Background: an optimization exercise with open tools, aiming at small area, a short achievable clock period and few clock cycles per item. Do not read the settings as production practice.
At most, simulation tests tie the RTL to the original design; equivalence was not proved.
Power and IR drop assume default switching activity.

== before ==
==> flow/design.v <==
`default_nettype none
module rename_unit (
    input  wire logic                                      clock,
    input  wire logic                                      reset,
    input  wire logic                                      squash,
    input  wire logic                                      request_valid,
    output logic                                           request_ready,
    input  wire logic [2*15-1:0]      request,
    output logic                                           result_valid,
    input  wire logic                                      result_ready,
    output logic [2*18-1:0]           result,
    input  wire logic [2*12-1:0]      retire
);
    localparam int NA = 32;
    localparam int PW = 6;
    localparam int AW = 5;
    localparam int RQ = 2*15;
    localparam int RS = 2*18;
    logic [NA-1:1][PW-1:0]   spec_st;     
    logic [NA-1:1][PW-1:0]   commit_st;   
    logic [NA-1:0][PW-1:0]   spec_q, commit_q;
    logic [NA/2-1:0][PW-1:0] even_q;      
    logic [NA/2-1:0][PW-1:0] odd_q;       
    logic [4:0]  head_q;                  
    logic [3:0]  he_q;                    
    logic [4:0]  ch_q;                    
    logic [5:0]  count_q;                 
    logic        ge1_q, ge2_q;            
    logic        sq_q;                    
    logic          pwe_q, pwo_q;
    logic [3:0]    pre_q, pro_q;
    logic [PW-1:0] pde_q, pdo_q;
    logic          hite_q, hito_q;        
    logic          hv_q, sv_q;
    logic [RQ-1:0] hd_q, sd_q;
    logic [1:0]    hl_q;
    logic          fwd_a_q, fwd_b_q;      
    logic          ov_q;
    logic [RS-1:0] od_q;
    logic          rv0, rv1;
    logic [AW-1:0] rarn0, rarn1;
    logic [PW-1:0] rprn0, rprn1;
    logic [PW-1:0] old0, old1;            
    logic [PW-1:0] c0, c1;
    logic [PW-1:0] push_e, push_o;        
    logic          we_e, we_o;
    logic [3:0]    row_e, row_o;
    logic [1:0]    nret;
    always_comb begin
        {rv1, rarn1, rprn1, rv0, rarn0, rprn0} = retire;
        c0 = '0;
        c1 = '0;
        for (int i = 1; i < NA; i++) begin
            c0 |= {PW{rarn0 == AW'(i)}} & commit_q[i];
            c1 |= {PW{rarn1 == AW'(i)}} & commit_q[i];
        end
        old0  = c0;
        old1  = (rv0 && rarn1 == rarn0) ? rprn0 : c1;
        nret  = 2'({1'b0, rv0} + {1'b0, rv1});
        push_e = (rv0 && !ch_q[0]) ? old0 : old1;
        push_o = (rv0 &&  ch_q[0]) ? old0 : old1;
        row_o  = ch_q[4:1];
        row_e  = 4'(ch_q[4:1] + {3'd0, ch_q[0]});
        we_e   = ch_q[0] ? (rv0 && rv1) : (rv0 || rv1);
        we_o   = ch_q[0] ? (rv0 || rv1) : (rv0 && rv1);
    end
    logic [AW-1:0] a0, b0, d0, a1, b1, d1;
    logic          live0, live1;
    logic          enough, out_room, adv;
    logic [PW-1:0] erow, orow, alloc0, alloc1;
    logic          odd0, odd1;
    logic [RS-1:0] renamed;
    logic [PW-1:0] sa0, sb0, sa1, sb1;
    logic [1:0]    popped;
    always_comb begin
        {a1, b1, d1, a0, b0, d0} = hd_q;
        live0    = hl_q[0];
        live1    = hl_q[1];
        enough   = ge2_q || (ge1_q && !(live0 && live1)) || !(live0 || live1);
        out_room = !ov_q || result_ready;
        adv      = hv_q && enough && out_room && !sq_q;
        popped   = adv ? 2'({1'b0, live0} + {1'b0, live1}) : 2'd0;
        erow   = hite_q ? pde_q : even_q[he_q];
        orow   = hito_q ? pdo_q : odd_q[head_q[4:1]];
        odd0   = head_q[0];
        odd1   = head_q[0] ^ live0;
        alloc0 = odd0 ? orow : erow;
        alloc1 = odd1 ? orow : erow;
        sa0 = '0;
        sb0 = '0;
        sa1 = '0;
        sb1 = '0;
        for (int i = 1; i < NA; i++) begin
            sa0 |= {PW{a0 == AW'(i)}} & spec_q[i];
            sb0 |= {PW{b0 == AW'(i)}} & spec_q[i];
            sa1 |= {PW{a1 == AW'(i)}} & spec_q[i];
            sb1 |= {PW{b1 == AW'(i)}} & spec_q[i];
        end
        renamed[35:30] = fwd_a_q ? alloc0 : sa1;
        renamed[29:24] = fwd_b_q ? alloc0 : sb1;
        renamed[23:18] = live1 ? alloc1 : '0;
        renamed[17:12] = sa0;
        renamed[11:6]  = sb0;
        renamed[5:0]   = live0 ? alloc0 : '0;
    end
    logic          accept_in, hload;
    logic [RQ-1:0] hnext;
    assign request_ready = !sv_q;
    assign accept_in     = request_valid && !sv_q;
    assign result_valid  = ov_q;
    assign result        = od_q;
    assign hload         = adv || !hv_q;
    assign hnext         = sv_q ? sd_q : request;
    logic [5:0] count_next;
    logic       ge1_next, ge2_next;
    logic [5:0] cand [5];
    logic [4:0] cge1, cge2;
    logic [5:0] byp_c [3];
    logic [2:0] byp_1, byp_2;
    logic [4:0] head_next, h1, h2;
    logic [3:0] he_next;
    always_comb begin
        for (int k = 0; k < 5; k++) begin
            cand[k] = 6'(count_q + 6'(k) - 6'd2);
            cge1[k] = (k >= 3) || count_q >= 6'(3 - k);      
            cge2[k] = (k >= 4) || count_q >= 6'(4 - k);      
        end
        for (int p = 0; p < 3; p++) begin
            case (nret)
                2'd0:    begin byp_c[p] = cand[2-p]; byp_1[p] = cge1[2-p]; byp_2[p] = cge2[2-p]; end
                2'd1:    begin byp_c[p] = cand[3-p]; byp_1[p] = cge1[3-p]; byp_2[p] = cge2[3-p]; end
                default: begin byp_c[p] = cand[4-p]; byp_1[p] = cge1[4-p]; byp_2[p] = cge2[4-p]; end
            endcase
        end
        case (popped)
            2'd0:    begin count_next = byp_c[0]; ge1_next = byp_1[0]; ge2_next = byp_2[0]; end
            2'd1:    begin count_next = byp_c[1]; ge1_next = byp_1[1]; ge2_next = byp_2[1]; end
            default: begin count_next = byp_c[2]; ge1_next = byp_1[2]; ge2_next = byp_2[2]; end
        endcase
        h1 = head_q + 5'd1;
        h2 = head_q + 5'd2;
        if (sq_q) begin
            head_next = ch_q;
            he_next   = 4'(ch_q[4:1] + {3'd0, ch_q[0]});
        end else begin
            case (popped)
                2'd0:    begin head_next = head_q; he_next = he_q; end
                2'd1:    begin head_next = h1;     he_next = 4'(h1[4:1] + {3'd0, h1[0]}); end
                default: begin head_next = h2;     he_next = 4'(h2[4:1] + {3'd0, h2[0]}); end
            endcase
        end
    end
    always_ff @(posedge clock) begin
        if (reset) begin
            head_q  <= '0;
            he_q    <= '0;
            ch_q    <= '0;
            count_q <= 6'd32;
            ge1_q   <= 1'b1;
            ge2_q   <= 1'b1;
            pwe_q   <= 1'b0;
            pwo_q   <= 1'b0;
            hite_q  <= 1'b0;
            hito_q  <= 1'b0;
            sq_q    <= 1'b1;
            hv_q    <= 1'b0;
            sv_q    <= 1'b0;
            ov_q    <= 1'b0;
        end else begin
            pwe_q  <= we_e;
            pwo_q  <= we_o;
            hite_q <= we_e && row_e == he_next;
            hito_q <= we_o && row_o == head_next[4:1];
            sq_q   <= squash;
            ch_q   <= ch_q + 5'(nret);
            head_q <= head_next;
            he_q   <= he_next;
            if (sq_q) begin
                count_q <= 6'd32;
                ge1_q   <= 1'b1;
                ge2_q   <= 1'b1;
            end else begin
                count_q <= count_next;
                ge1_q   <= ge1_next;
                ge2_q   <= ge2_next;
            end
            if (squash) begin
                hv_q <= 1'b0;
                sv_q <= 1'b0;
                ov_q <= 1'b0;
            end else begin
                if (hload) begin
                    hv_q <= sv_q || accept_in;
                    sv_q <= 1'b0;
                end else if (accept_in) begin
                    sv_q <= 1'b1;
                end
                if (out_room) ov_q <= adv;
            end
        end
    end
    always_ff @(posedge clock) begin
        pre_q <= row_e;
        pro_q <= row_o;
        pde_q <= push_e;
        pdo_q <= push_o;
        if (hload) begin
            hd_q    <= hnext;
            hl_q[0] <= hnext[4:0] != '0;
            hl_q[1] <= hnext[19:15] != '0;
            fwd_a_q <= hnext[4:0] != '0 && hnext[29:25] == hnext[4:0];
            fwd_b_q <= hnext[4:0] != '0 && hnext[24:20] == hnext[4:0];
        end
        if (!sv_q) sd_q <= request;
        if (out_room) od_q <= renamed;
    end
    always_ff @(posedge clock) begin
        for (int i = 1; i < NA; i++) begin
            if (sq_q)
                spec_st[i] <= commit_st[i];
            else if (adv && ((live1 && d1 == AW'(i)) || (live0 && d0 == AW'(i)))) begin
                if ((live1 && d1 == AW'(i)) ? odd1 : odd0)
                    spec_st[i] <= orow;
                else
                    spec_st[i] <= erow;
            end
        end
    end
    always_ff @(posedge clock) begin
        if (reset) begin
            for (int i = 1; i < NA; i++) begin
                commit_st[i] <= PW'(i);
            end
            for (int i = 0; i < NA/2; i++) begin
                even_q[i] <= PW'(NA + 2*i);
                odd_q[i]  <= PW'(NA + 2*i + 1);
            end
        end else begin
            for (int i = 1; i < NA; i++) begin
                if (rv1 && rarn1 == AW'(i))
                    commit_st[i] <= rprn1;
                else if (rv0 && rarn0 == AW'(i))
                    commit_st[i] <= rprn0;
            end
            for (int i = 0; i < NA/2; i++) begin
                if (pwe_q && pre_q == 4'(i)) even_q[i] <= pde_q;
                if (pwo_q && pro_q == 4'(i)) odd_q[i]  <= pdo_q;
            end
        end
    end
    assign spec_q   = {spec_st, PW'(0)};
    assign commit_q = {commit_st, PW'(0)};
endmodule
`default_nettype wire
Settings: LEC_CHECK=0, CAP_MARGIN=35, CORE_MARGIN=2, CORE_UTILIZATION=48, CTS_CLUSTER_DIAMETER=80, CTS_CLUSTER_SIZE=30, PLACE_DENSITY=0.58, SETUP_SLACK_MARGIN=4.3, SLEW_MARGIN=35; clock period 7.0 ns.
run.sh (not shown) runs the stock make flow with config.mk's settings and CLKGATE_MAP_FILE= SYNTH_SCRIPT=/design/flow/synth_recipe.tcl, a recipe that flattens the netlist after the stock synthesis.
What after does differently from before at the input level:
--- a/flow/design.v
+++ b/flow/design.v
@@ -41,21 +41,14 @@
     logic [AW-1:0] rarn0, rarn1;
     logic [PW-1:0] rprn0, rprn1;
     logic [PW-1:0] old0, old1;            
-    logic [PW-1:0] c0, c1;
     logic [PW-1:0] push_e, push_o;        
     logic          we_e, we_o;
     logic [3:0]    row_e, row_o;
     logic [1:0]    nret;
     always_comb begin
         {rv1, rarn1, rprn1, rv0, rarn0, rprn0} = retire;
-        c0 = '0;
-        c1 = '0;
-        for (int i = 1; i < NA; i++) begin
-            c0 |= {PW{rarn0 == AW'(i)}} & commit_q[i];
-            c1 |= {PW{rarn1 == AW'(i)}} & commit_q[i];
-        end
-        old0  = c0;
-        old1  = (rv0 && rarn1 == rarn0) ? rprn0 : c1;
+        old0  = commit_q[rarn0];
+        old1  = (rv0 && rarn1 == rarn0) ? rprn0 : commit_q[rarn1];
         nret  = 2'({1'b0, rv0} + {1'b0, rv1});
         push_e = (rv0 && !ch_q[0]) ? old0 : old1;
         push_o = (rv0 &&  ch_q[0]) ? old0 : old1;
@@ -70,7 +63,6 @@
     logic [PW-1:0] erow, orow, alloc0, alloc1;
     logic          odd0, odd1;
     logic [RS-1:0] renamed;
-    logic [PW-1:0] sa0, sb0, sa1, sb1;
     logic [1:0]    popped;
     always_comb begin
         {a1, b1, d1, a0, b0, d0} = hd_q;
@@ -86,21 +78,11 @@
         odd1   = head_q[0] ^ live0;
         alloc0 = odd0 ? orow : erow;
         alloc1 = odd1 ? orow : erow;
-        sa0 = '0;
-        sb0 = '0;
-        sa1 = '0;
-        sb1 = '0;
-        for (int i = 1; i < NA; i++) begin
-            sa0 |= {PW{a0 == AW'(i)}} & spec_q[i];
-            sb0 |= {PW{b0 == AW'(i)}} & spec_q[i];
-            sa1 |= {PW{a1 == AW'(i)}} & spec_q[i];
-            sb1 |= {PW{b1 == AW'(i)}} & spec_q[i];
-        end
-        renamed[35:30] = fwd_a_q ? alloc0 : sa1;
-        renamed[29:24] = fwd_b_q ? alloc0 : sb1;
+        renamed[35:30] = fwd_a_q ? alloc0 : spec_q[a1];
+        renamed[29:24] = fwd_b_q ? alloc0 : spec_q[b1];
         renamed[23:18] = live1 ? alloc1 : '0;
-        renamed[17:12] = sa0;
-        renamed[11:6]  = sb0;
+        renamed[17:12] = spec_q[a0];
+        renamed[11:6]  = spec_q[b0];
         renamed[5:0]   = live0 ? alloc0 : '0;
     end
     logic          accept_in, hload;
==> comparison <==
- Measured against each other, after and before differ in non-clock buffer count in the final layout, the higher figure coming from before.
- Min initial antenna violation count across after and before: after
- after vs. before: worst-path maximum fanout went up by 25.
- Non-filler instance count after layout of after falls short of that of before by more than 10%.
- Relative to before, initial DRC count decreased by 4316 in after.
- In after the wire length on met1 turned out about 26% lower than in before.
- What before reported for clock buffer count has to be multiplied by 1.07 to get the figure for after.
- after vs before — sequential share of layout area rose 2.4 points.
- On shortest clock period the worst path allows after layout, before loses to after.
- Taking before as the reference point, the cell area after technology mapping of after falls by about 3.2%.
- Standby leakage power was higher in before than in after.
- Relative to before, ratio of final minimum period to clock period has decreased by 3.7 points in after.
Testbench counts of after, summed over its fixed seeds: cycles 28,688, bundles 20,000.
For before, only the layout was checked, not whether the RTL still works.

==> re-timing with driven ports <==
No port has a modelled driver above. Below, the same layouts with a new extraction and two added sets of constraints. Step 1 assumes that a clkbuf_16 drives the clock port and a buf_2 every other input. Step 2 adds t to the input delays and takes it off the output delays; t is the mean of the earliest and latest rising clock arrival at the registers after step 1. Input paths then give back, and output paths get back, about the clock's delay inside the block. Three values: ideal, step 1, step 2; two values: the first two.
run	t, ns	setup WS [ns]	slew at the worst register clock pin (ns)
before	0.748	4.025 / 3.929 / 3.180	0.12 / 0.12
after	0.698	4.284 / 4.227 / 3.530	0.11 / 0.11
After both steps every run listed still meets setup and hold. For before, which loses most, drivers alone change the setup slack by -0.096 ns; drivers and shift together by -0.845 ns.
